Context: an optimization exercise on an open-source flow, tuned for small area, a short achievable clock period and few clock cycles per item. The choices shown serve that exercise and are no tape-out recipe.
RTL that was checked went through simulation tests only; none was proved equivalent to the original.
No activity file was given, so power comes from the tool's default toggle rates.

==> flow/design.v (excerpt) <==
module gated_pulse_count_accumulator (
	input  logic                             clk,
	input  logic                             arst_n,
	input  logic                             sample_valid,
	output logic                             sample_ready,
	input  logic [48:0]                      sample,
	output logic                             result_valid,
	input  logic                             result_ready,
	output logic [193:0]                     result,
	input  logic                             cfg_we,
	input  logic [gpca_pkg::CFG_IDX_W-1:0]   cfg_index,
	input  logic [gpca_pkg::CFG_DATA_W-1:0]  cfg_wdata
);
	logic                          active_high;
	logic [gpca_pkg::WINDOW_W-1:0] win_q;
	logic                          win_rnz;
	logic                          win_zero;
	logic [gpca_pkg::FOLD_W-1:0]   thr;
	logic                          busy;
	logic                          valid_s1;
	logic                          valid_s2;
	logic                          adv;
	logic                          take_in;
	logic [48:0]                   s1_q;
	assign adv          = valid_s1 && (!valid_s2 || result_ready);
	assign sample_ready = !busy && (!valid_s1 || adv);
	assign take_in      = sample_valid && sample_ready;
	always_ff @(posedge clk or negedge arst_n) begin
		if (!arst_n) begin
			valid_s1 <= 1'b0;
			valid_s2 <= 1'b0;
		end else begin
			if (!valid_s1 || adv) begin
				valid_s1 <= take_in;
			end
			if (!valid_s2 || result_ready) begin
				valid_s2 <= valid_s1;
			end
		end
	end
	always_ff @(posedge clk) begin
		if (take_in) begin
			s1_q <= sample;
		end
	end
	gpca_cfg u_cfg (
		.clk            (clk),
		.arst_n         (arst_n),
		.cfg_we         (cfg_we),
		.cfg_index      (cfg_index),
		.cfg_wdata      (cfg_wdata),
  ...
For scale: roughly 1800 cells after synthesis, roughly 280 I/O pins.
==> module gpca_add, before the edit <==
module gpca_add #(
	parameter int W = 32
) (
	input  logic [W-1:0] a,
	input  logic [W-1:0] b,
	input  logic         cin,
	output logic [W-1:0] s,
	output logic         cout
);
	localparam int L = $clog2(W);
	logic [W-1:0] g [0:L];
	logic [W-1:0] p [0:L];
	logic [W:0]   c;
	assign g[0] = a & b;
	assign p[0] = a ^ b;
	for (genvar l = 0; l < L; l++) begin : g_lvl
		for (genvar i = 0; i < W; i++) begin : g_bit
			if (((i >> l) & 1) == 1) begin : g_node
				localparam int J = ((i >> l) << l) - 1;
				assign g[l+1][i] = g[l][i] | (p[l][i] & g[l][J]);
				assign p[l+1][i] = p[l][i] & p[l][J];
			end else begin : g_pass
				assign g[l+1][i] = g[l][i];
				assign p[l+1][i] = p[l][i];
			end
		end
	end
	assign c[0] = cin;
	for (genvar i = 0; i < W; i++) begin : g_carry
		assign c[i+1] = g[L][i] | (p[L][i] & cin);
	end
	assign s    = p[0] ^ c[W-1:0];
	assign cout = c[W];
endmodule
clock: 11.0 ns
lec_check: 0
cap_margin: 20
core_margin: 2
core_utilization: 40
place_density: 0.6
slew_margin: 20
standard.sh (not shown) runs the stock make flow with config.mk's settings and CLKGATE_MAP_FILE= SYNTH_SCRIPT=/design/flow/synth_recipe.tcl, a recipe that flattens the netlist after the stock synthesis.
==> flow/flow/run.sh <==
#!/bin/bash
# Own layout flow: the standard layout (standard.sh, unchanged synthesis,
# floorplan, power grid, placement, CTS and routing) with two changes:
#  - ports are buffered with sky130_fd_sc_hd__buf_2 instead of the default
#    delay buffer;
#  - timing repair aims for extra setup slack (SETUP_SLACK_MARGIN).
# Each tool's full output stays in orfs/logs; make's output goes to standard.log.
set -euo pipefail
export BUFFER_PORTS_ARGS="-buffer_cell sky130_fd_sc_hd__buf_2"
export SETUP_SLACK_MARGIN=6.5
bash standard.sh > standard.log 2>&1
Rerun with:
--- a/flow/design.v
+++ b/flow/design.v
@@ -116,11 +116,11 @@
 	input  logic [W-1:0] b,
 	input  logic         cin,
 	output logic [W-1:0] s,
 	output logic         cout
 );
-	localparam int L = $clog2(W);
+	localparam int L = (W <= 2) ? 1 : (W <= 4) ? 2 : (W <= 8) ? 3 : (W <= 16) ? 4 : (W <= 32) ? 5 : 6;
 	logic [W-1:0] g [0:L];
 	logic [W-1:0] p [0:L];
 	logic [W:0]   c;
 	assign g[0] = a & b;
 	assign p[0] = a ^ b;
Effect: Critical path depth stays the same; total power does not change; synthesized cell count stays the same; sequential share of layout area stays the same; setup slack does not change.
Testbench counts after the change, summed over its fixed seeds: cycles 24,128, items 24,000.
For the first run of this note, only the layout was checked, not whether the RTL still works.

---

## P
gated_pulse_count_accumulator, a different RTL version from the one above (not shown whole).
Size: roughly 1900 cells after synthesis, about 400 flip-flops, about 280 I/O pins, ~20000 um^2 of cells after synthesis.
==> module gpca_core, before the edit <==
module gpca_core (
	input  logic                            clk,
	input  logic                            arst_n,
	input  logic                            take_in,    
	input  logic                            load_s1,    
	input  logic                            use_skid,   
	input  logic                            skid_load,  
	input  logic                            en,         
	input  logic [48:0]                     sample,
	input  logic                            active_high,
	input  logic [gpca_pkg::WINDOW_W-1:0]   win_q,
	input  logic                            win_rnz,
	input  logic                            win_zero,
	input  logic [gpca_pkg::FOLD_W-1:0]     thr,
	output logic [193:0]                    result
);
	function automatic logic [32:0] add32(input logic [31:0] a, input logic [31:0] b, input logic cin);
		logic [31:0] g;
		logic [31:0] p;
		logic [31:0] gn;
		logic [31:0] pn;
		logic [32:0] c;
		g = a & b;
		p = a ^ b;
		for (int l = 0; l < 5; l++) begin
			gn = g;
			pn = p;
			for (int i = 0; i < 32; i++) begin
				if (((i >> l) & 1) == 1) begin
					gn[i] = g[i] | (p[i] & g[((i >> l) << l) - 1]);
					pn[i] = p[i] & p[((i >> l) << l) - 1];
				end
			end
			g = gn;
			p = pn;
		end
		c[0] = cin;
		for (int i = 0; i < 32; i++) begin
			c[i+1] = g[i] | (p[i] & cin);
		end
		add32 = {c[32], (a ^ b) ^ c[31:0]};
	endfunction
	logic [15:0] prev_q;       
	logic [31:0] s_now;
	logic [11:0] s_dml;        
	logic        s_c8;         
	logic [3:0]  s_php;        
	logic [3:0]  s_phg;
	logic        s_on;
	logic        s_fold;
	logic [15:0] hw;
	logic [32:0] fp;
	logic [32:0] fn;
	logic [14:0] fn_z;
	logic        fold_in;
	logic [32:0] dm;
	assign hw = sample[16:1];
	assign fp = add32({17'd0, hw[14:0]}, {17'd0, ~thr}, 1'b1);
	assign fn = add32({17'd0, hw[14:0]}, {17'd0, thr}, 1'b0);
	assign fn_z[0] = hw[0] ^ thr[0];
	for (genvar i = 1; i < 15; i++) begin : g_fz
		assign fn_z[i] = (hw[i] ^ thr[i]) ^ (hw[i-1] | thr[i-1]);
	end
	assign fold_in = hw[15] ? (!fn[15] || (fn_z == '0)) : fp[15];
	assign dm = add32({20'd0, hw[11:0]}, {20'd0, ~prev_q[11:0]}, 1'b0);
	always_ff @(posedge clk or negedge arst_n) begin
		if (!arst_n) begin
			prev_q <= '0;
		end else if (take_in) begin
			prev_q <= fold_in ? '0 : hw;
		end
	end
	logic [54:0] in_w;
	logic [54:0] skid_q;
	assign in_w = {sample[48:17], dm[11:0], dm[12], hw[15:12] ^ ~prev_q[15:12], hw[15:12] & ~prev_q[15:12],
		active_high ? sample[0] : ~sample[0], fold_in};
	always_ff @(posedge clk) begin
		if (skid_load) begin
			skid_q <= in_w;
		end
	end
	always_ff @(posedge clk) begin
		if (load_s1) begin
			{s_now, s_dml, s_c8, s_php, s_phg, s_on, s_fold} <= use_skid ? skid_q : in_w;
		end
	end
	logic [31:0] idle_q;
	logic        armed_q;
	logic [31:0] acc_q;
	logic [31:0] raw_q;
	logic [31:0] ign_q;
	logic [31:0] smp_q;
	logic [31:0] fold_q;
	logic [31:0] acct_q;
	logic        on_q;
	logic        clr_q;
	logic        wz;
	logic        idle_nz;
	logic [32:0] lo_a;
	logic [14:0] csa_x;
	logic [14:0] csa_y;
	logic [32:0] lo_b;
	logic        lo_ge;
	logic [16:0] hx;
	logic [16:0] hy;
	logic [16:0] hz;
	logic        hi_eq0;
	logic        hi_eq1;
	logic        hi_zero;
	logic        late;
	assign wz      = win_zero;
	assign idle_nz = (idle_q != '0);
	assign lo_a  = add32({17'd0, s_now[14:0]}, {17'd0, ~idle_q[14:0]}, 1'b1);
	assign csa_x = s_now[14:0] ^ ~idle_q[14:0] ^ ~win_q;
	assign csa_y = (s_now[14:0] & ~idle_q[14:0]) | (s_now[14:0] & ~win_q) | (~idle_q[14:0] & ~win_q);
	assign lo_b  = add32({17'd0, csa_x}, {16'd0, csa_y, !win_rnz}, 1'b1);
	assign lo_ge = lo_a[15] ? lo_b[16] : (lo_b[16] || lo_b[15]);
	assign hx = s_now[31:15];
	assign hy = ~idle_q[31:15];
	assign hz[0] = hx[0] ^ hy[0];
	for (genvar i = 1; i < 17; i++) begin : g_hz
		assign hz[i] = (hx[i] ^ hy[i]) ^ (hx[i-1] | hy[i-1]);
	end
	assign hi_eq0  = (s_now[31:15] == idle_q[31:15]);
	assign hi_eq1  = (hz == '0);
	assign hi_zero = lo_a[15] ? hi_eq0 : hi_eq1;
	assign late    = !hi_zero || lo_ge;
	logic [32:0] dmh;
	logic [15:0] s_dm1;
	logic        s_pos;
	assign dmh   = add32({28'd0, s_php | s_phg}, {28'd0, s_phg}, s_c8);
	assign s_dm1 = {dmh[3:0], s_dml};
	assign s_pos = !(s_php[3] ^ dmh[4]);
	logic armed_t;
	logic take;
	logic hit;
	assign armed_t = armed_q || (!s_on && (wz || (idle_nz && late)));
	assign take    = s_pos && !wz && armed_t;     
	assign hit     = s_pos && (wz || armed_t);    
	logic [31:0] d_x;
	logic [32:0] raw_s;
	logic [32:0] acc_s;
	logic [32:0] ign_s;
	logic [32:0] smp_s;
	logic [32:0] fold_s;
	assign d_x    = {16'd0, s_dm1};
	assign raw_s  = add32(raw_q, d_x, 1'b1);                   
	assign acc_s  = add32(acc_q, wz ? d_x : 32'd0, 1'b1);      
	assign ign_s  = add32(ign_q, d_x, !armed_t);               
	assign smp_s  = add32(smp_q, 32'd0, 1'b1);
	assign fold_s = add32(fold_q, 32'd0, s_fold);
	always_ff @(posedge clk or negedge arst_n) begin
		if (!arst_n) begin
			idle_q  <= '0;
			armed_q <= 1'b0;
			acc_q   <= '0;
			raw_q   <= '0;
			ign_q   <= '0;
			smp_q   <= '0;
			fold_q  <= '0;
			acct_q  <= '0;
		end else if (en) begin
			if (s_on || take) begin
				idle_q <= '0;
			end else if (!idle_nz) begin
				idle_q <= s_now;
			end
			armed_q <= armed_t && !take;
			if (s_pos) begin
				raw_q <= raw_s[31:0];
			end
			if (hit) begin
				acc_q  <= acc_s[31:0];
				acct_q <= s_now;
			end
			if (s_pos && !wz) begin
				ign_q <= ign_s[31:0];
			end
			smp_q  <= smp_s[31:0];
			fold_q <= fold_s[31:0];
		end
	end
	always_ff @(posedge clk) begin
		if (en) begin
			on_q  <= s_on;
			clr_q <= s_fold;
		end
	end
	assign result = {on_q, acc_q, raw_q, ign_q, smp_q, fold_q, acct_q, clr_q};
endmodule
clock: 11.0 ns
lec_check: 0
cap_margin: 20
core_margin: 2
core_utilization: 70
cts_buf_list: sky130_fd_sc_hd__clkbuf_16
cts_cluster_diameter: 80
cts_cluster_size: 26
place_density: 0.85
slew_margin: 20
==> flow/flow/run.sh <==
#!/bin/bash
# Own layout flow: the standard layout (standard.sh, unchanged synthesis,
# floorplan, power grid, placement, CTS and routing) with two changes:
#  - ports are buffered with sky130_fd_sc_hd__buf_1 instead of the default
#    delay buffer;
#  - timing repair aims for extra setup slack (SETUP_SLACK_MARGIN).
# Each tool's full output stays in orfs/logs; make's output goes to standard.log.
set -euo pipefail
export BUFFER_PORTS_ARGS="-buffer_cell sky130_fd_sc_hd__buf_1"
export SETUP_SLACK_MARGIN=7.15
bash standard.sh > standard.log 2>&1
Modified inputs, Q compared to P
--- a/flow/design.v
+++ b/flow/design.v
@@ -152,12 +152,12 @@
 		add32 = {c[32], (a ^ b) ^ c[31:0]};
 	endfunction
 	logic [15:0] prev_q;       
 	logic [31:0] s_now;
-	logic [11:0] s_dml;        
+	logic [7:0]  s_dml;        
 	logic        s_c8;         
-	logic [3:0]  s_php;        
-	logic [3:0]  s_phg;
+	logic [7:0]  s_php;        
+	logic [7:0]  s_phg;
 	logic        s_on;
 	logic        s_fold;
 	logic [15:0] hw;
 	logic [32:0] fp;
@@ -172,19 +172,19 @@
 	for (genvar i = 1; i < 15; i++) begin : g_fz
 		assign fn_z[i] = (hw[i] ^ thr[i]) ^ (hw[i-1] | thr[i-1]);
 	end
 	assign fold_in = hw[15] ? (!fn[15] || (fn_z == '0)) : fp[15];
-	assign dm = add32({20'd0, hw[11:0]}, {20'd0, ~prev_q[11:0]}, 1'b0);
+	assign dm = add32({24'd0, hw[7:0]}, {24'd0, ~prev_q[7:0]}, 1'b0);
 	always_ff @(posedge clk or negedge arst_n) begin
 		if (!arst_n) begin
 			prev_q <= '0;
 		end else if (take_in) begin
 			prev_q <= fold_in ? '0 : hw;
 		end
 	end
-	logic [54:0] in_w;
-	logic [54:0] skid_q;
-	assign in_w = {sample[48:17], dm[11:0], dm[12], hw[15:12] ^ ~prev_q[15:12], hw[15:12] & ~prev_q[15:12],
+	logic [58:0] in_w;
+	logic [58:0] skid_q;
+	assign in_w = {sample[48:17], dm[7:0], dm[8], hw[15:8] ^ ~prev_q[15:8], hw[15:8] & ~prev_q[15:8],
 		active_high ? sample[0] : ~sample[0], fold_in};
 	always_ff @(posedge clk) begin
 		if (skid_load) begin
 			skid_q <= in_w;
@@ -238,11 +238,11 @@
 	assign late    = !hi_zero || lo_ge;
 	logic [32:0] dmh;
 	logic [15:0] s_dm1;
 	logic        s_pos;
-	assign dmh   = add32({28'd0, s_php | s_phg}, {28'd0, s_phg}, s_c8);
-	assign s_dm1 = {dmh[3:0], s_dml};
-	assign s_pos = !(s_php[3] ^ dmh[4]);
+	assign dmh   = add32({24'd0, s_php | s_phg}, {24'd0, s_phg}, s_c8);
+	assign s_dm1 = {dmh[7:0], s_dml};
+	assign s_pos = !(s_php[7] ^ dmh[8]);
 	logic armed_t;
 	logic take;
 	logic hit;
 	assign armed_t = armed_q || (!s_on && (wz || (idle_nz && late)));
==> comparison <==
Q reached the final stage; the timing, design-rule and antenna checks on its layout passed. The final reports for Q and P show met2 demand-to-capacity share in global routing lower in the former. Of Q and P, it is Q that has the lower total met3 wirelength after detailed routing. Of Q and P, it is Q that has the higher placed wire-length estimate. Of P and Q, the run reporting the higher first-pass GRT wire length was P. Of P and Q, the higher initial core utilization belongs to P. Delta (Q minus P): area growth from synthesis to final layout moved down; initial antenna violation count level. The run with more setup slack is Q; P has less. When Q is set beside P, its shortest period the worst path allows turns out to be 98 ps smaller.
Testbench counts of Q, summed over its fixed seeds: cycles 24,128, items 24,000.
The RTL of P was laid out without a check of its function.

re-timing with driven ports:
The results above use ideal ports. As a check the final layouts listed here were re-extracted and re-timed, cells and wires unchanged. Step 1: set_driving_cell puts a clkbuf_16 on clk and a buf_2 on each other input, an assumption about the parent block. Step 2 times the ports against the registers' clock, not the clock port: input delays grow and output delays shrink by t, the midpoint of the rising clock arrivals with the driver on. a / b / c = ideal ports / drivers / drivers and shift; a / b = the first two.
| run | t, ns | setup WS [ns] | worst register clock-pin slew, ns |
|---|---|---|---|
| the first run of note 1 | 0.617 | 6.150 / 6.104 / 5.978 | 0.06 / 0.06 |
| the second run of note 1 | 0.617 | 6.150 / 6.104 / 5.978 | 0.06 / 0.06 |
| P | 0.587 | 7.065 / 7.094 / 6.507 | 0.11 / 0.11 |
| Q | 0.587 | 7.162 / 7.166 / 6.580 | 0.11 / 0.11 |
After both steps every run listed still meets setup and hold. For Q, which loses most, drivers alone change the setup slack by +0.004 ns; drivers and shift together by -0.582 ns.
